Source: an optimization exercise on an open RTL-to-GDS flow (aim: small area, a short achievable clock period and few clock cycles per item). Production flows keep margins and buffers that such runs may drop.
At most, simulation tests tie the RTL to the original design; equivalence was not proved.
Power is estimated from default activity; no workload was simulated.

==> v9 <==
Design riscv_multicycle, start of the top module:
module riscv_multicycle #(
  parameter int unsigned  N        = 32,
  parameter logic [N-1:0] RESET_PC = '0
) (
  input  logic                clk,
  input  logic                rst,
  output logic                mem_req,
  output logic                mem_we,
  output logic [N-1:0]        mem_addr,
  output logic [N-1:0]        mem_wdata,
  input  logic [N-1:0]        mem_rdata,
  input  logic                mem_ready,
  output logic                retire,
  output logic                trap,
  output logic [N-1:0]        pc_out
);
Settings: LEC_CHECK=0, CAP_MARGIN=20, CELL_PAD_IN_SITES_DETAIL_PLACEMENT=1, CORE_MARGIN=2, CORE_UTILIZATION=30, PLACE_DENSITY=0.4, SETUP_SLACK_MARGIN=5, SLEW_MARGIN=20, SYNTH_HIERARCHICAL=1; clock period 9.0 ns.
run.sh (not shown) runs the stock make flow with config.mk's settings and CLKGATE_MAP_FILE= SYNTH_SCRIPT=/design/flow/synth_recipe.tcl, a recipe that flattens the netlist after the stock synthesis.
==> inputs of v20, as changes to v9 <==
--- a/flow/design.v
+++ b/flow/design.v
@@ -18,12 +18,17 @@
   localparam logic [6:0] OP_STORE  = 7'b0100011;
   localparam logic [6:0] OP_R      = 7'b0110011;
   localparam logic [6:0] OP_IMM    = 7'b0010011;
   localparam logic [6:0] OP_BRANCH = 7'b1100011;
   localparam logic [6:0] OP_JAL    = 7'b1101111;
-  logic [N-1:0] r_addr;    
   logic [N-1:0] r_pc4;     
+  logic [N-1:0] r_tgt;     
+  logic [11:0]  r_dlo;     
+  logic [N-13:0] r_dhi;    
+  logic [N-13:0] r_dalt;   
+  logic         r_dsel;    
+  logic         r_take;    
   logic [N-1:0] r_a;       
   logic [N-1:0] r_b;       
   logic [11:0]  r_imm;     
   logic [4:0]   r_rd;
   logic         r_ld, r_jal, r_wb, r_sub, r_and, r_or, r_slt;
@@ -40,13 +45,18 @@
   logic [N-1:0] w_res;
   rv_alu #(.N(N)) u_alu (
     .a(r_a), .b(r_b), .sub(r_sub), .op_and(r_and), .op_or(r_or), .op_slt(r_slt),
     .op_jal(r_jal), .pc4(r_pc4), .res(w_res)
   );
+  logic [N-1:0] w_fa;      
+  rv_bus #(.N(N)) u_bus (
+    .m(r_dm), .dsel(r_dsel), .dlo(r_dlo), .dhi(r_dhi), .dalt(r_dalt),
+    .t(r_take), .x(r_tgt), .y(r_pc4), .q(w_fa)
+  );
   assign mem_req   = ~r_ill & ~r_ag;
   assign mem_we    = r_we;
-  assign mem_addr  = r_addr;
+  assign mem_addr  = w_fa;
   assign mem_wdata = r_b;
   assign retire    = r_ret;
   assign trap      = r_ill;
   assign pc_out    = r_pc4;
   logic w_facc, w_dacc;
@@ -89,29 +99,24 @@
   rv_rdport #(.N(N)) u_rdb (
     .sel(d_rs2), .valid(r_v), .regs(w_rf), .ovr(1'b0), .alt({N{1'b0}}), .q(w_rfb)
   );
   assign w_opa = w_fwd1 ? w_res : w_rfa;
   assign w_opb = w_fwd2 ? w_res : w_rfb;
-  logic [N-1:0] w_fa4, w_tgt, w_daddr, w_next, w_offs;
-  logic         w_eq, w_take;
-  logic d_kmem, d_kjal, d_kbr;
-  assign d_kmem = ~d_op[6] & ~d_op[4];    
-  assign d_kjal = d_op[6] & d_op[2];      
-  assign d_kbr  = d_op[6] & ~d_op[2];     
-  always_comb begin
-    if (r_ag)          w_offs = {{(N-12){r_imm[11]}}, r_imm};
-    else if (d_op[5])  w_offs = d_imms;
-    else               w_offs = d_immi;
-  end
-  assign w_fa4 = r_addr + N'(4);
-  rv_add #(.N(N)) u_tgt (.a(r_addr), .b(d_op[2] ? d_immj : d_immb), .cin(1'b0), .s(w_tgt));
-  rv_add #(.N(N)) u_dad (.a(w_rfa), .b(w_offs), .cin(1'b0), .s(w_daddr));
-  rv_eq  #(.N(N)) u_eq  (.a(w_opa), .b(w_opb), .eq(w_eq));
-  assign w_take = d_kjal | (d_kbr & w_eq);
-  rv_sel3 #(.N(N)) u_next (
-    .m(r_ag | d_kmem), .d(w_daddr), .t(w_take), .x(w_tgt), .y(w_fa4), .q(w_next)
-  );
+  logic [N-1:0] w_tgt;
+  logic [11:0]  w_dlo;
+  logic [N-13:0] w_dalt;
+  logic         w_dsel;
+  logic [11:0]  w_offs;
+  logic         w_eq;
+  always_comb begin
+    if (r_ag)          w_offs = r_imm;
+    else if (d_op[5])  w_offs = d_imms[11:0];
+    else               w_offs = d_immi[11:0];
+  end
+  assign w_tgt = w_fa + (d_op[2] ? d_immj : d_immb);
+  rv_agen #(.N(N)) u_dad (.a(w_rfa), .off(w_offs), .lo(w_dlo), .alt(w_dalt), .sel(w_dsel));
+  rv_eq   #(.N(N)) u_eq  (.a(w_opa), .b(w_opb), .eq(w_eq));
   logic         w_we;
   logic [N-1:0] w_wd;
   assign w_we = r_wb | (r_ld & w_dacc);
   assign w_wd = r_dm ? mem_rdata : w_res;
   always_ff @(posedge clk) begin
@@ -126,18 +131,25 @@
   end
   always_ff @(posedge clk) begin
     if (w_facc) begin
       r_a   <= w_opa;
       r_b   <= d_i ? d_immi : w_opb;
-      r_imm <= d_st ? d_imms[11:0] : d_immi[11:0];
+      r_imm <= w_offs;
       r_rd  <= d_rd;
-      r_pc4 <= w_fa4;
+      r_tgt <= w_tgt;
+    end
+    if (w_facc | r_ag) begin
+      r_dlo  <= w_dlo;
+      r_dhi  <= w_rfa[N-1:12];
+      r_dalt <= w_dalt;
+      r_dsel <= w_dsel;
     end
   end
   always_ff @(posedge clk or negedge rst) begin
     if (!rst) begin
-      r_addr <= RESET_PC;
+      r_pc4  <= RESET_PC;
+      r_take <= 1'b0;
       r_ld   <= 1'b0;
       r_jal  <= 1'b0;
       r_wb   <= 1'b0;
       r_sub  <= 1'b0;
       r_and  <= 1'b0;
@@ -149,11 +161,12 @@
       r_ret  <= 1'b0;
       r_ill  <= 1'b0;
     end else begin
       r_ret <= 1'b0;
       if (w_facc) begin
-        r_addr <= w_next;
+        r_pc4  <= w_fa + N'(4);
+        r_take <= d_jal | (d_br & w_eq);
         r_ld   <= d_ld;
         r_jal  <= d_jal;
         r_wb   <= (d_r | d_i | d_jal) && (d_rd != 5'd0);
         r_sub  <= (d_r && d_f7[5]) || (d_f3 == 3'b010);
         r_and  <= (d_f3 == 3'b111);
@@ -163,14 +176,12 @@
         r_dm   <= d_ld | d_st;
         r_we   <= d_st;
         r_ret  <= d_r | d_i | d_br | d_jal;
         r_ill  <= !d_legal;
       end else if (r_ag) begin
-        r_addr <= w_next;
         r_ag   <= 1'b0;
       end else if (w_dacc) begin
-        r_addr <= r_pc4;
         r_dm   <= 1'b0;
         r_we   <= 1'b0;
         r_ret  <= 1'b1;
       end
     end
@@ -209,25 +220,86 @@
   input  logic [31*N-1:0] regs,
   input  logic            ovr,
   input  logic [N-1:0]    alt,
   output logic [N-1:0]    q
 );
+  logic [31:0]     oh;
+  logic [32*N-1:0] d;
+  logic [4*N-1:0]  gq;
   always_comb begin
-    q = {N{ovr}} & alt;
-    for (int k = 1; k < 32; k++)
-      q = q | ({N{(sel == 5'(k)) && valid[k] && !ovr}} & regs[(k-1)*N +: N]);
+    oh[0] = ovr;
+    for (int k = 1; k < 32; k++) oh[k] = (sel == 5'(k)) && valid[k] && !ovr;
+  end
+  assign d = {regs, alt};
+  for (genvar g = 0; g < 4; g++) begin : grp
+    rv_ao8n #(.N(N)) u_ao (.s(oh[8*g +: 8]), .d(d[8*g*N +: 8*N]), .qn(gq[g*N +: N]));
+  end
+  assign q = ~(gq[0 +: N] & gq[N +: N] & gq[2*N +: N] & gq[3*N +: N]);
+endmodule
+module rv_ao8n #(
+  parameter int unsigned N = 32
+) (
+  input  logic [7:0]     s,
+  input  logic [8*N-1:0] d,
+  output logic [N-1:0]   qn
+);
+  logic [N-1:0] q;
+  always_comb begin
+    q = '0;
+    for (int j = 0; j < 8; j++) q = q | ({N{s[j]}} & d[j*N +: N]);
   end
+  assign qn = ~q;
 endmodule
 module rv_eq #(
   parameter int unsigned N = 32
 ) (
   input  logic [N-1:0] a,
   input  logic [N-1:0] b,
   output logic         eq
 );
   assign eq = (a == b);
 endmodule
+module rv_bus #(
+  parameter int unsigned N = 32
+) (
+  input  logic          m,
+  input  logic          dsel,
+  input  logic [11:0]   dlo,
+  input  logic [N-13:0] dhi,
+  input  logic [N-13:0] dalt,
+  input  logic          t,
+  input  logic [N-1:0]  x,
+  input  logic [N-1:0]  y,
+  output logic [N-1:0]  q
+);
+  assign q = m ? {dsel ? dalt : dhi, dlo} : (t ? x : y);
+endmodule
+module rv_agen #(
+  parameter int unsigned N = 32
+) (
+  input  logic [N-1:0]  a,
+  input  logic [11:0]   off,
+  output logic [11:0]   lo,
+  output logic [N-13:0] alt,
+  output logic          sel
+);
+  localparam int unsigned H = N - 12;
+  logic [12:0]  s13;
+  logic [H-1:0] h, k, z;
+  rv_addgp #(.N(13)) u_lo (.a({1'b0, a[11:0]}), .b({1'b0, off}), .s(s13));
+  assign lo  = s13[11:0];
+  assign sel = s13[12] ^ off[11];
+  always_comb begin
+    h = a[N-1:12];
+    k = h ^ {H{off[11]}};
+    z = k;
+    for (int d = 1; d < H; d = d * 2)
+      for (int i = H - 1; i >= d; i = i - 1)
+        z[i] = z[i] & z[i-d];
+    alt = h ^ {z[H-2:0], 1'b1};
+  end
+endmodule
 module rv_add #(
   parameter int unsigned N = 32
 ) (
   input  logic [N-1:0] a,
   input  logic [N-1:0] b,
@@ -246,17 +318,26 @@
         t[i] = t[i] & t[i-d];
       end
     s = p ^ {g[N-2:0], cin};
   end
 endmodule
-module rv_sel3 #(
+module rv_addgp #(
   parameter int unsigned N = 32
 ) (
-  input  logic         m,
-  input  logic [N-1:0] d,
-  input  logic         t,
-  input  logic [N-1:0] x,
-  input  logic [N-1:0] y,
-  output logic [N-1:0] q
+  input  logic [N-1:0] a,
+  input  logic [N-1:0] b,
+  output logic [N-1:0] s
 );
-  assign q = m ? d : (t ? x : y);
+  logic [N-1:0] p, g, gg, pp;
+  always_comb begin
+    p = a ^ b;
+    g = a & b;
+    gg = g;
+    pp = p;
+    for (int d = 1; d < N; d = d * 2)
+      for (int i = N - 1; i >= d; i = i - 1) begin
+        gg[i] = gg[i] | (pp[i] & gg[i-d]);
+        pp[i] = pp[i] & pp[i-d];
+      end
+    s = p ^ {gg[N-2:0], 1'b0};
+  end
 endmodule
- TNS_END_PERCENT: not set -> 10
==> run summary <==
#FFs+latches synth=1180; Post-DP HPWL=282000 microns; final cell count without fillers=between 9000 and 10000; Worst R2R End=r_addr[12]$_DFFE_PN0P_; max cap viols=1; SO Faults=capacitance limit, slew limit; Tot Pwr=0.0230 W; Slew headroom=-0.0519; status=complete, but fails checks; fin. max-slew vios=14
-- figures above: v9

==> run summary <==
Tot Pwr=0.0196 W; Core ar.=0.202 sq mm; max cap viols=0; status=timing/DRC/antenna clean; Worst R2R End=r_take$_DFFE_PN0P_; #FFs+latches synth=1234; met2 usage=0.453; placer congestion estimate=0.879; Post-DP HPWL=~180000 microns; final cell count without fillers=7819
-- figures above: v20

No run of this note included a check of the RTL's function; only the layout flow was run.


==> inputs of 10-17 <==
==> flow/design.v <==
module riscv_multicycle #(
  parameter int unsigned  N        = 32,
  parameter logic [N-1:0] RESET_PC = '0
) (
  input  logic                clk,
  input  logic                rst,
  output logic                mem_req,
  output logic                mem_we,
  output logic [N-1:0]        mem_addr,
  output logic [N-1:0]        mem_wdata,
  input  logic [N-1:0]        mem_rdata,
  input  logic                mem_ready,
  output logic                retire,
  output logic                trap,
  output logic [N-1:0]        pc_out
);
  localparam logic [6:0] OP_LOAD   = 7'b0000011;
  localparam logic [6:0] OP_STORE  = 7'b0100011;
  localparam logic [6:0] OP_R      = 7'b0110011;
  localparam logic [6:0] OP_IMM    = 7'b0010011;
  localparam logic [6:0] OP_BRANCH = 7'b1100011;
  localparam logic [6:0] OP_JAL    = 7'b1101111;
  logic [N-1:0] r_pc4;     
  logic [N-1:0] r_tgt;     
  logic [11:0]  r_dlo;     
  logic [N-13:0] r_dhi;    
  logic [N-13:0] r_dalt;   
  logic         r_dsel;    
  logic         r_take;    
  logic [N-1:0] r_a;       
  logic [N-1:0] r_p;       
  logic         r_c0;      
  logic [4:0]   r_rd;
  logic         r_ld, r_jal, r_wb, r_sub, r_and, r_or, r_slt;
  logic         r_ag;      
  logic         r_dm;      
  logic         r_we;      
  logic         r_ret;     
  logic         r_ill;     
  logic [N-1:0] r_rf [1:31];
  logic [31:1]  r_v;       
  logic [31*N-1:0] w_rf;
  always_comb
    for (int k = 1; k < 32; k++) w_rf[(k-1)*N +: N] = r_rf[k];
  logic [N-1:0] w_res;
  rv_alu #(.N(N)) u_alu (
    .p(r_p), .a(r_a), .c0(r_c0), .op_and(r_and), .op_or(r_or), .op_slt(r_slt),
    .op_jal(r_jal), .pc4(r_pc4), .res(w_res)
  );
  logic [N-1:0] w_fa;      
  rv_bus #(.N(N)) u_bus (
    .m(r_dm), .dsel(r_dsel), .dlo(r_dlo), .dhi(r_dhi), .dalt(r_dalt),
    .t(r_take), .x(r_tgt), .y(r_pc4), .q(w_fa)
  );
  assign mem_req   = ~r_ill & ~r_ag;
  assign mem_we    = r_we;
  assign mem_addr  = w_fa;
  assign mem_wdata = r_p;
  assign retire    = r_ret;
  assign trap      = r_ill;
  assign pc_out    = r_pc4;
  logic w_facc, w_dacc;
  assign w_facc = mem_ready & ~r_dm & ~r_ill;
  assign w_dacc = mem_ready & r_dm & ~r_ag;
  logic [6:0] d_op, d_f7;
  logic [2:0] d_f3;
  logic [4:0] d_rd, d_rs1, d_rs2;
  logic       d_ld, d_st, d_r, d_i, d_br, d_jal, d_alu3, d_legal;
  logic [N-1:0] d_immi, d_imms, d_immb, d_immj;
  assign d_op  = mem_rdata[6:0];
  assign d_rd  = mem_rdata[11:7];
  assign d_f3  = mem_rdata[14:12];
  assign d_rs1 = mem_rdata[19:15];
  assign d_rs2 = mem_rdata[24:20];
  assign d_f7  = mem_rdata[31:25];
  assign d_alu3  = (d_f3 == 3'b000) || (d_f3 == 3'b111) || (d_f3 == 3'b110) || (d_f3 == 3'b010);
  assign d_ld    = (d_op == OP_LOAD)  && (d_f3 == 3'b010);
  assign d_st    = (d_op == OP_STORE) && (d_f3 == 3'b010);
  assign d_r     = (d_op == OP_R) && (((d_f7 == 7'b0000000) && d_alu3) ||
                                      ((d_f7 == 7'b0100000) && (d_f3 == 3'b000)));
  assign d_i     = (d_op == OP_IMM) && d_alu3;
  assign d_br    = (d_op == OP_BRANCH) && (d_f3 == 3'b000);
  assign d_jal   = (d_op == OP_JAL);
  assign d_legal = d_ld | d_st | d_r | d_i | d_br | d_jal;
  assign d_immi = {{(N-12){mem_rdata[31]}}, mem_rdata[31:20]};
  assign d_imms = {{(N-12){mem_rdata[31]}}, mem_rdata[31:25], mem_rdata[11:7]};
  assign d_immb = {{(N-13){mem_rdata[31]}}, mem_rdata[31], mem_rdata[7], mem_rdata[30:25],
                   mem_rdata[11:8], 1'b0};
  assign d_immj = {{(N-21){mem_rdata[31]}}, mem_rdata[31], mem_rdata[19:12], mem_rdata[20],
                   mem_rdata[30:21], 1'b0};
  logic         w_fwd1, w_fwd2, w_haz;
  logic [N-1:0] w_rfa, w_rfb, w_opa, w_opb;
  assign w_fwd1 = r_wb && (d_rs1 == r_rd);
  assign w_fwd2 = r_wb && (d_rs2 == r_rd);
  assign w_haz  = (d_ld | d_st) && w_fwd1;
  rv_rdport #(.N(N)) u_rda (
    .sel(d_rs1), .valid(r_v), .regs(w_rf), .ovr(r_ag), .alt(r_a), .q(w_rfa)
  );
  rv_rdport #(.N(N)) u_rdb (
    .sel(d_rs2), .valid(r_v), .regs(w_rf), .ovr(1'b0), .alt({N{1'b0}}), .q(w_rfb)
  );
  assign w_opa = w_fwd1 ? w_res : w_rfa;
  assign w_opb = w_fwd2 ? w_res : w_rfb;
  logic         d_sub;
  logic [N-1:0] w_bsel, w_bx;
  assign d_sub  = (d_r && d_f7[5] && (d_f3 == 3'b000)) || ((d_r || d_i) && (d_f3 == 3'b010));
  assign w_bsel = d_i ? d_immi : w_opb;
  assign w_bx   = d_sub ? ~w_bsel : w_bsel;
  logic [N-1:0] w_ap;
  assign w_ap   = w_opa ^ w_bx;
  logic [N-1:0] w_tgt;
  logic [11:0]  w_dlo;
  logic [N-13:0] w_dalt;
  logic         w_dsel;
  logic [11:0]  w_offs;
  logic         w_eq;
  always_comb begin
    if (r_ag)          w_offs = r_tgt[11:0];
    else if (d_op[5])  w_offs = d_imms[11:0];
    else               w_offs = d_immi[11:0];
  end
  assign w_tgt = w_fa + (d_op[2] ? d_immj : d_immb);
  rv_agen #(.N(N)) u_dad (.a(w_rfa), .off(w_offs), .lo(w_dlo), .alt(w_dalt), .sel(w_dsel));
  rv_eq   #(.N(N)) u_eq  (.a(w_opa), .b(w_opb), .eq(w_eq));
  logic         w_we;
  logic [N-1:0] w_wd;
  assign w_we = r_wb | (r_ld & r_dm);
  assign w_wd = r_ld ? mem_rdata : w_res;
  always_ff @(posedge clk) begin
    for (int k = 1; k < 32; k++)
      if (w_we && r_rd == 5'(k)) r_rf[k] <= w_wd;
  end
  always_ff @(posedge clk or negedge rst) begin
    if (!rst) r_v <= '0;
    else
      for (int k = 1; k < 32; k++)
        if (w_we && r_rd == 5'(k)) r_v[k] <= 1'b1;
  end
  always_ff @(posedge clk) begin
    if (w_facc) begin
      r_a   <= w_opa;
      r_p   <= d_st ? w_opb : (w_ap ^ {{(N-1){1'b0}}, d_sub});
      r_c0  <= w_ap[0] ? d_sub : w_opa[0];
      r_rd  <= d_rd;
      r_tgt <= {w_tgt[N-1:12], w_haz ? w_offs : w_tgt[11:0]};
    end
    if (w_facc | r_ag) begin
      r_dlo  <= w_dlo;
      r_dhi  <= w_rfa[N-1:12];
      r_dalt <= w_dalt;
      r_dsel <= w_dsel;
    end
  end
  always_ff @(posedge clk or negedge rst) begin
    if (!rst) begin
      r_pc4  <= RESET_PC;
      r_take <= 1'b0;
      r_ld   <= 1'b0;
      r_jal  <= 1'b0;
      r_wb   <= 1'b0;
      r_sub  <= 1'b0;
      r_and  <= 1'b0;
      r_or   <= 1'b0;
      r_slt  <= 1'b0;
      r_ag   <= 1'b0;
      r_dm   <= 1'b0;
      r_we   <= 1'b0;
      r_ret  <= 1'b0;
      r_ill  <= 1'b0;
    end else begin
      r_ret <= 1'b0;
      if (w_facc) begin
        r_pc4  <= w_fa + N'(4);
        r_take <= d_jal | (d_br & w_eq);
        r_ld   <= d_ld;
        r_jal  <= d_jal;
        r_wb   <= (d_r | d_i | d_jal) && (d_rd != 5'd0);
        r_sub  <= d_sub;
        r_and  <= (d_f3 == 3'b111);
        r_or   <= (d_f3 == 3'b110);
        r_slt  <= (d_f3 == 3'b010);
        r_ag   <= w_haz;
        r_dm   <= d_ld | d_st;
        r_we   <= d_st;
        r_ret  <= d_r | d_i | d_br | d_jal;
        r_ill  <= !d_legal;
      end else if (r_ag) begin
        r_ag   <= 1'b0;
      end else if (w_dacc) begin
        r_dm   <= 1'b0;
        r_we   <= 1'b0;
        r_ret  <= 1'b1;
      end
    end
  end
endmodule
module rv_alu #(
  parameter int unsigned N = 32
) (
  input  logic [N-1:0] p,
  input  logic [N-1:0] a,
  input  logic         c0,
  input  logic         op_and,
  input  logic         op_or,
  input  logic         op_slt,
  input  logic         op_jal,
  input  logic [N-1:0] pc4,
  output logic [N-1:0] res
);
  logic [N-1:0] sum;
  logic         lt;
  rv_addpg #(.N(N)) u_add (.p({p[N-1:1], 1'b0}), .k({a[N-1:1], c0}), .s(sum), .co());
  assign lt = p[N-1] ? sum[N-1] : a[N-1];
  always_comb begin
    if (op_jal)      res = pc4;
    else if (op_and) res = a & ~p;
    else if (op_or)  res = a | p;
    else if (op_slt) res = {{(N-1){1'b0}}, lt};
    else             res = {sum[N-1:1], p[0]};
  end
endmodule
module rv_addpg #(
  parameter int unsigned N = 32
) (
  input  logic [N-1:0] p,
  input  logic [N-1:0] k,
  output logic [N-1:0] s,
  output logic         co
);
  logic [N-1:0] c, t;
  always_comb begin
    c = k;
    t = p;
    for (int d = 1; d < N; d = d * 2)
      for (int i = N - 1; i >= d; i = i - 1) begin
        c[i] = t[i] ? c[i-d] : c[i];
        t[i] = t[i] & t[i-d];
      end
    s  = p ^ {c[N-2:0], 1'b0};
    co = c[N-1];
  end
endmodule
module rv_rdport #(
  parameter int unsigned N = 32
) (
  input  logic [4:0]      sel,
  input  logic [31:1]     valid,
  input  logic [31*N-1:0] regs,
  input  logic            ovr,
  input  logic [N-1:0]    alt,
  output logic [N-1:0]    q
);
  logic [31:0]     oh;
  logic [32*N-1:0] d;
  logic [4*N-1:0]  gq;
  always_comb begin
    oh[0] = ovr;
    for (int k = 1; k < 32; k++) oh[k] = (sel == 5'(k)) && valid[k] && !ovr;
  end
  assign d = {regs, alt};
  for (genvar g = 0; g < 4; g++) begin : grp
    rv_ao8n #(.N(N)) u_ao (.s(oh[8*g +: 8]), .d(d[8*g*N +: 8*N]), .qn(gq[g*N +: N]));
  end
  assign q = ~(gq[0 +: N] & gq[N +: N] & gq[2*N +: N] & gq[3*N +: N]);
endmodule
module rv_ao8n #(
  parameter int unsigned N = 32
) (
  input  logic [7:0]     s,
  input  logic [8*N-1:0] d,
  output logic [N-1:0]   qn
);
  logic [N-1:0] q;
  always_comb begin
    q = '0;
    for (int j = 0; j < 8; j++) q = q | ({N{s[j]}} & d[j*N +: N]);
  end
  assign qn = ~q;
endmodule
module rv_eq #(
  parameter int unsigned N = 32
) (
  input  logic [N-1:0] a,
  input  logic [N-1:0] b,
  output logic         eq
);
  assign eq = (a == b);
endmodule
module rv_bus #(
  parameter int unsigned N = 32
) (
  input  logic          m,
  input  logic          dsel,
  input  logic [11:0]   dlo,
  input  logic [N-13:0] dhi,
  input  logic [N-13:0] dalt,
  input  logic          t,
  input  logic [N-1:0]  x,
  input  logic [N-1:0]  y,
  output logic [N-1:0]  q
);
  assign q = m ? {dsel ? dalt : dhi, dlo} : (t ? x : y);
endmodule
module rv_agen #(
  parameter int unsigned N = 32
) (
  input  logic [N-1:0]  a,
  input  logic [11:0]   off,
  output logic [11:0]   lo,
  output logic [N-13:0] alt,
  output logic          sel
);
  localparam int unsigned H = N - 12;
  logic         co;
  logic [H-1:0] h, k, z;
  rv_addpg #(.N(12)) u_lo (.p(a[11:0] ^ off), .k({a[11:1], a[0] & off[0]}), .s(lo), .co(co));
  assign sel = co ^ off[11];
  always_comb begin
    h = a[N-1:12];
    k = h ^ {H{off[11]}};
    z = k;
    for (int d = 1; d < H; d = d * 2)
      for (int i = H - 1; i >= d; i = i - 1)
        z[i] = z[i] & z[i-d];
    alt = h ^ {z[H-2:0], 1'b1};
  end
endmodule
==> flow/run.sh <==
#!/bin/bash
# synth_recipe.tcl (not shown) runs the flow's synth.tcl, then flattens the netlist and writes it again
# the make line also repeats each setting of config.mk as NAME=value (left out here)
make -C /OpenROAD-flow-scripts/flow DESIGN_CONFIG=/design/flow/config.mk WORK_HOME=/design/flow/orfs CLKGATE_MAP_FILE= SYNTH_SCRIPT=/design/flow/synth_recipe.tcl finish
==> flow/config.mk <==
export PLATFORM = sky130hd
export DESIGN_NAME = riscv_multicycle
export DESIGN_NICKNAME = riscv_multicycle
export VERILOG_FILES = /design/flow/design.v
export SDC_FILE = /design/flow/constraint.sdc
export NUM_CORES = 4
export LEC_CHECK = 0
export CAP_MARGIN = 20
export CELL_PAD_IN_SITES_DETAIL_PLACEMENT = 1
export CORE_MARGIN = 2
export CORE_UTILIZATION = 30
export PLACE_DENSITY = 0.4
export SETUP_SLACK_MARGIN = 4.75
export SLEW_MARGIN = 20
export SYNTH_HIERARCHICAL = 1
export TNS_END_PERCENT = 10
==> flow/constraint.sdc <==
create_clock -name core_clock -period 9.0 [get_ports {clk}]
set_input_delay 1.8000 -clock core_clock [delete_from_list [all_inputs] [get_ports {clk}]]
set_output_delay 1.8000 -clock core_clock [all_outputs]
set_load 0.01 [all_outputs]
==> 10-09: changes against 10-17 <==
--- a/flow/config.mk
+++ b/flow/config.mk
@@ -11,6 +11,6 @@
 export CORE_UTILIZATION = 30
 export PLACE_DENSITY = 0.4
-export SETUP_SLACK_MARGIN = 4.75
+export SETUP_SLACK_MARGIN = 4.5
 export SLEW_MARGIN = 20
 export SYNTH_HIERARCHICAL = 1
-export TNS_END_PERCENT = 10
+export TNS_END_PERCENT = 2
==> 11-10: changes against 10-17 <==
==> flow/design.v, changed modules only <==
module riscv_multicycle #(
  parameter int unsigned  N        = 32,
  parameter logic [N-1:0] RESET_PC = '0
) (
  input  logic                clk,
  input  logic                rst,
  output logic                mem_req,
  output logic                mem_we,
  output logic [N-1:0]        mem_addr,
  output logic [N-1:0]        mem_wdata,
  input  logic [N-1:0]        mem_rdata,
  input  logic                mem_ready,
  output logic                retire,
  output logic                trap,
  output logic [N-1:0]        pc_out
);
  localparam logic [6:0] OP_LOAD   = 7'b0000011;
  localparam logic [6:0] OP_STORE  = 7'b0100011;
  localparam logic [6:0] OP_R      = 7'b0110011;
  localparam logic [6:0] OP_IMM    = 7'b0010011;
  localparam logic [6:0] OP_BRANCH = 7'b1100011;
  localparam logic [6:0] OP_JAL    = 7'b1101111;
  logic [N-1:0] r_pc4;     
  logic [N-1:0] r_tgt;     
  logic [11:0]  r_dlo;     
  logic [N-13:0] r_dhi;    
  logic [N-13:0] r_dalt;   
  logic         r_bdh, r_bda, r_bdl, r_bt, r_bs;
  logic [N-1:0] r_p, r_g;  
  logic [11:0]  r_imm;     
  logic [4:0]   r_rd;
  logic         r_ld, r_jal, r_wb, r_sub, r_and, r_or, r_slt;
  logic         r_ag;      
  logic         r_dm;      
  logic         r_we;      
  logic         r_ret;     
  logic         r_ill;     
  logic [N-1:0] r_rf [1:31];
  logic [31:1]  r_v;       
  logic [31*N-1:0] w_rf;
  always_comb
    for (int k = 1; k < 32; k++) w_rf[(k-1)*N +: N] = r_rf[k];
  logic [N-1:0] w_res;
  rv_alu #(.N(N)) u_alu (
    .p(r_p), .g(r_g), .cin(r_sub), .op_and(r_and), .op_or(r_or), .op_slt(r_slt),
    .op_jal(r_jal), .pc4(r_pc4), .res(w_res)
  );
  logic [N-1:0] w_fa;      
  rv_bus #(.N(N)) u_bus (
    .sdh(r_bdh), .sda(r_bda), .sdl(r_bdl), .st(r_bt), .ss(r_bs),
    .dlo(r_dlo), .dhi(r_dhi), .dalt(r_dalt), .x(r_tgt), .y(r_pc4), .q(mem_addr)
  );
  assign w_fa = r_bt ? r_tgt : r_pc4;
  assign mem_req   = ~r_ill & ~r_ag;
  assign mem_we    = r_we;
  assign mem_wdata = r_g;
  assign retire    = r_ret;
  assign trap      = r_ill;
  assign pc_out    = r_pc4;
  logic w_facc, w_dacc;
  assign w_facc = mem_ready & ~r_dm & ~r_ill;
  assign w_dacc = mem_ready & r_dm & ~r_ag;
  logic [6:0] d_op, d_f7;
  logic [2:0] d_f3;
  logic [4:0] d_rd, d_rs1, d_rs2;
  logic       d_ld, d_st, d_r, d_i, d_br, d_jal, d_alu3, d_legal;
  logic [N-1:0] d_immi, d_imms, d_immb, d_immj;
  assign d_op  = mem_rdata[6:0];
  assign d_rd  = mem_rdata[11:7];
  assign d_f3  = mem_rdata[14:12];
  assign d_rs1 = mem_rdata[19:15];
  assign d_rs2 = mem_rdata[24:20];
  assign d_f7  = mem_rdata[31:25];
  assign d_alu3  = (d_f3 == 3'b000) || (d_f3 == 3'b111) || (d_f3 == 3'b110) || (d_f3 == 3'b010);
  assign d_ld    = (d_op == OP_LOAD)  && (d_f3 == 3'b010);
  assign d_st    = (d_op == OP_STORE) && (d_f3 == 3'b010);
  assign d_r     = (d_op == OP_R) && (((d_f7 == 7'b0000000) && d_alu3) ||
                                      ((d_f7 == 7'b0100000) && (d_f3 == 3'b000)));
  assign d_i     = (d_op == OP_IMM) && d_alu3;
  assign d_br    = (d_op == OP_BRANCH) && (d_f3 == 3'b000);
  assign d_jal   = (d_op == OP_JAL);
  assign d_legal = d_ld | d_st | d_r | d_i | d_br | d_jal;
  logic d_kmem;
  assign d_kmem = ~d_op[6] & ~d_op[4];    
  assign d_immi = {{(N-12){mem_rdata[31]}}, mem_rdata[31:20]};
  assign d_imms = {{(N-12){mem_rdata[31]}}, mem_rdata[31:25], mem_rdata[11:7]};
  assign d_immb = {{(N-13){mem_rdata[31]}}, mem_rdata[31], mem_rdata[7], mem_rdata[30:25],
                   mem_rdata[11:8], 1'b0};
  assign d_immj = {{(N-21){mem_rdata[31]}}, mem_rdata[31], mem_rdata[19:12], mem_rdata[20],
                   mem_rdata[30:21], 1'b0};
  logic         w_fwd1, w_fwd2, w_haz;
  logic [N-1:0] w_rfa, w_rfb, w_opa, w_opb;
  assign w_fwd1 = r_wb && (d_rs1 == r_rd);
  assign w_fwd2 = r_wb && (d_rs2 == r_rd);
  assign w_haz  = (d_ld | d_st) && w_fwd1;
  rv_rdport #(.N(N)) u_rda (
    .sel(d_rs1), .valid(r_v), .regs(w_rf), .ovr(r_ag), .alt(r_p), .q(w_rfa)
  );
  rv_rdport #(.N(N)) u_rdb (
    .sel(d_rs2), .valid(r_v), .regs(w_rf), .ovr(1'b0), .alt({N{1'b0}}), .q(w_rfb)
  );
  assign w_opa = w_fwd1 ? w_res : w_rfa;
  assign w_opb = w_fwd2 ? w_res : w_rfb;
  logic         d_sub;
  logic [N-1:0] w_bsel, w_bx;
  assign d_sub  = (d_r && d_f7[5] && (d_f3 == 3'b000)) || ((d_r || d_i) && (d_f3 == 3'b010));
  assign w_bsel = d_i ? d_immi : (d_kmem ? {N{1'b0}} : w_opb);
  assign w_bx   = d_sub ? ~w_bsel : w_bsel;
  logic [N-1:0] w_tgt;
  logic [11:0]  w_dlo;
  logic [N-13:0] w_dalt;
  logic         w_bdh, w_bda, w_take;
  logic [11:0]  w_offs;
  logic         w_eq;
  always_comb begin
    if (r_ag)          w_offs = r_imm;
    else if (d_op[5])  w_offs = d_imms[11:0];
    else               w_offs = d_immi[11:0];
  end
  assign w_tgt = w_fa + (d_op[2] ? d_immj : d_immb);
  rv_agen #(.N(N)) u_dad (.a(w_rfa), .off(w_offs), .en(r_ag | d_kmem), .lo(w_dlo), .alt(w_dalt),
                          .sh(w_bdh), .sa(w_bda));
  rv_eq   #(.N(N)) u_eq  (.a(w_opa), .b(w_opb), .eq(w_eq));
  assign w_take = (d_op[6] & d_op[2]) | (d_op[6] & ~d_op[2] & w_eq);
  logic         w_we;
  logic [N-1:0] w_wd;
  assign w_we = r_wb | (r_ld & w_dacc);
  assign w_wd = r_dm ? mem_rdata : w_res;
  always_ff @(posedge clk) begin
    for (int k = 1; k < 32; k++)
      if (w_we && r_rd == 5'(k)) r_rf[k] <= w_wd;
  end
  always_ff @(posedge clk or negedge rst) begin
    if (!rst) r_v <= '0;
    else
      for (int k = 1; k < 32; k++)
        if (w_we && r_rd == 5'(k)) r_v[k] <= 1'b1;
  end
  always_ff @(posedge clk) begin
    if (w_facc) begin
      r_p   <= w_opa ^ w_bx;
      r_g   <= d_kmem ? w_opb : (w_opa & w_bx);
      r_imm <= w_offs;
      r_rd  <= d_rd;
      r_tgt <= w_tgt;
    end
    if (w_facc | r_ag) begin
      r_dlo  <= w_dlo;
      r_dhi  <= w_rfa[N-1:12];
      r_dalt <= w_dalt;
    end
  end
  always_ff @(posedge clk or negedge rst) begin
    if (!rst) begin
      r_pc4  <= RESET_PC;
      r_bdh  <= 1'b0;
      r_bda  <= 1'b0;
      r_bdl  <= 1'b0;
      r_bt   <= 1'b0;
      r_bs   <= 1'b1;
      r_ld   <= 1'b0;
      r_jal  <= 1'b0;
      r_wb   <= 1'b0;
      r_sub  <= 1'b0;
      r_and  <= 1'b0;
      r_or   <= 1'b0;
      r_slt  <= 1'b0;
      r_ag   <= 1'b0;
      r_dm   <= 1'b0;
      r_we   <= 1'b0;
      r_ret  <= 1'b0;
      r_ill  <= 1'b0;
    end else begin
      r_ret <= 1'b0;
      if (w_facc) begin
        r_pc4  <= w_fa + N'(4);
        r_bt   <= w_take;
        r_bs   <= ~(d_kmem | w_take);
        r_bdh  <= w_bdh;
        r_bda  <= w_bda;
        r_bdl  <= d_kmem;
        r_ld   <= d_ld;
        r_jal  <= d_jal;
        r_wb   <= (d_r | d_i | d_jal) && (d_rd != 5'd0);
        r_sub  <= d_sub;
        r_and  <= (d_f3 == 3'b111);
        r_or   <= (d_f3 == 3'b110);
        r_slt  <= (d_f3 == 3'b010);
        r_ag   <= w_haz;
        r_dm   <= d_ld | d_st;
        r_we   <= d_st;
        r_ret  <= d_r | d_i | d_br | d_jal;
        r_ill  <= !d_legal;
      end else if (r_ag) begin
        r_ag   <= 1'b0;
        r_bdh  <= w_bdh;
        r_bda  <= w_bda;
      end else if (w_dacc) begin
        r_bdh  <= 1'b0;
        r_bda  <= 1'b0;
        r_bdl  <= 1'b0;
        r_bs   <= 1'b1;
        r_dm   <= 1'b0;
        r_we   <= 1'b0;
        r_ret  <= 1'b1;
      end
    end
  end
endmodule
module rv_alu #(
  parameter int unsigned N = 32
) (
  input  logic [N-1:0] p,
  input  logic [N-1:0] g,
  input  logic         cin,
  input  logic         op_and,
  input  logic         op_or,
  input  logic         op_slt,
  input  logic         op_jal,
  input  logic [N-1:0] pc4,
  output logic [N-1:0] res
);
  logic [N-1:0] gg, pp, sum;
  logic         lt;
  always_comb begin
    gg = g;
    pp = p;
    gg[0] = g[0] | (p[0] & cin);
    for (int d = 1; d < N; d = d * 2)
      for (int i = N - 1; i >= d; i = i - 1) begin
        gg[i] = gg[i] | (pp[i] & gg[i-d]);
        pp[i] = pp[i] & pp[i-d];
      end
    sum = p ^ {gg[N-2:0], cin};
    lt  = p[N-1] ? sum[N-1] : g[N-1];
    if (op_jal)      res = pc4;
    else if (op_and) res = g;
    else if (op_or)  res = p | g;
    else if (op_slt) res = {{(N-1){1'b0}}, lt};
    else             res = sum;
  end
endmodule
module rv_bus #(
  parameter int unsigned N = 32
) (
  input  logic          sdh,
  input  logic          sda,
  input  logic          sdl,
  input  logic          st,
  input  logic          ss,
  input  logic [11:0]   dlo,
  input  logic [N-13:0] dhi,
  input  logic [N-13:0] dalt,
  input  logic [N-1:0]  x,
  input  logic [N-1:0]  y,
  output logic [N-1:0]  q
);
  assign q[11:0]   = ({12{sdl}} & dlo) | ({12{st}} & x[11:0]) | ({12{ss}} & y[11:0]);
  assign q[N-1:12] = ({(N-12){sdh}} & dhi) | ({(N-12){sda}} & dalt) |
                     ({(N-12){st}} & x[N-1:12]) | ({(N-12){ss}} & y[N-1:12]);
endmodule
module rv_agen #(
  parameter int unsigned N = 32
) (
  input  logic [N-1:0]  a,
  input  logic [11:0]   off,
  input  logic          en,
  output logic [11:0]   lo,
  output logic [N-13:0] alt,
  output logic          sh,
  output logic          sa
);
  localparam int unsigned H = N - 12;
  logic         co;
  logic [H-1:0] h, k, z;
  rv_addpg #(.N(12)) u_lo (.p(a[11:0] ^ off), .k({a[11:1], a[0] & off[0]}), .s(lo), .co(co));
  assign sa  = en & (co ^ off[11]);
  assign sh  = en & ~(co ^ off[11]);
  always_comb begin
    h = a[N-1:12];
    k = h ^ {H{off[11]}};
    z = k;
    for (int d = 1; d < H; d = d * 2)
      for (int i = H - 1; i >= d; i = i - 1)
        z[i] = z[i] & z[i-d];
    alt = h ^ {z[H-2:0], 1'b1};
  end
endmodule
--- a/flow/config.mk
+++ b/flow/config.mk
@@ -11,5 +11,5 @@
 export CORE_UTILIZATION = 30
 export PLACE_DENSITY = 0.4
-export SETUP_SLACK_MARGIN = 4.75
+export SETUP_SLACK_MARGIN = 4.65
 export SLEW_MARGIN = 20
 export SYNTH_HIERARCHICAL = 1
==> comparison table <==
quantity                                                10-17       11-10       10-09
Outcome                              timing/DRC/antenna clean  timing/DRC/antenna clean  timing/DRC/antenna clean
Fraction of standard cell area that is sequential      0.4854      0.4896      0.4978
R2R depth                                                  18          21          19
Post-synthesis instance area                        60590 um2   60990 um2   60590 um2
End of the critical path                               r_take        r_bs      r_take
Setup Slack @ Placement                              1.247 ns    1.414 ns    1.247 ns
Combined flip-flop and latch cell area              36330 um2   36760 um2   36330 um2
Number of global-route vias before repair               46710       48580       46070
Wirelength per Cell                                  34.52 um    38.19 um    34.20 um
Layout clock buffers                                      174         176         174
Instance area at placement                          65250 um2   65780 um2   65250 um2
Detailed-routed wire length on met3                  14510 um    21040 um    14290 um
Util after Layout                                      0.3737      0.3715      0.3644
Reg-to-reg slack, setup                               4.41 ns     4.43 ns     4.37 ns
Cell total after placement                               7301        7349        7301
Testbench counts of 10-17, summed over its fixed seeds: cycles 90,854, retired 72,013.
Testbench counts of 10-09, summed over its fixed seeds: cycles 90,854, retired 72,013.
No functional check of the RTL was part of 11-10.

==> separate check: timing with driven ports <==
In the flow no input, the clock included, has a driving cell. The finished layouts below were timed again as built, in two steps.
Step 1 (the two cells are an assumption about what drives the block):
set clk [get_ports {clk}]
set_driving_cell -lib_cell sky130_fd_sc_hd__clkbuf_16 $clk
set_driving_cell -lib_cell sky130_fd_sc_hd__buf_2 [delete_from_list [all_inputs] $clk]
Step 2 adds t to the input delays and takes it off the output delays; t is the mean of the earliest and latest rising clock arrival at the registers after step 1. Input paths then give back, and output paths get back, about the clock's delay inside the block.
Three values: ideal ports, drivers, drivers and shift; two values: the first two.
run | shift t [ns] | setup slack, ns | worst data-port slew with drivers (ns)
v9 | 0.938 | 3.011 / 2.646 / 1.708 | 0.63
v20 | 0.901 | 4.133 / 4.201 / 3.300 | 0.09
10-17 | 0.891 | 4.225 / 4.271 / 3.380 | 0.08
10-09 | 0.895 | 4.251 / 4.310 / 3.422 | 0.05
11-10 | 0.909 | 4.261 / 4.319 / 3.410 | 0.08
For v9, which loses most, drivers alone change the setup slack by -0.365 ns; drivers and shift together by -1.303 ns.
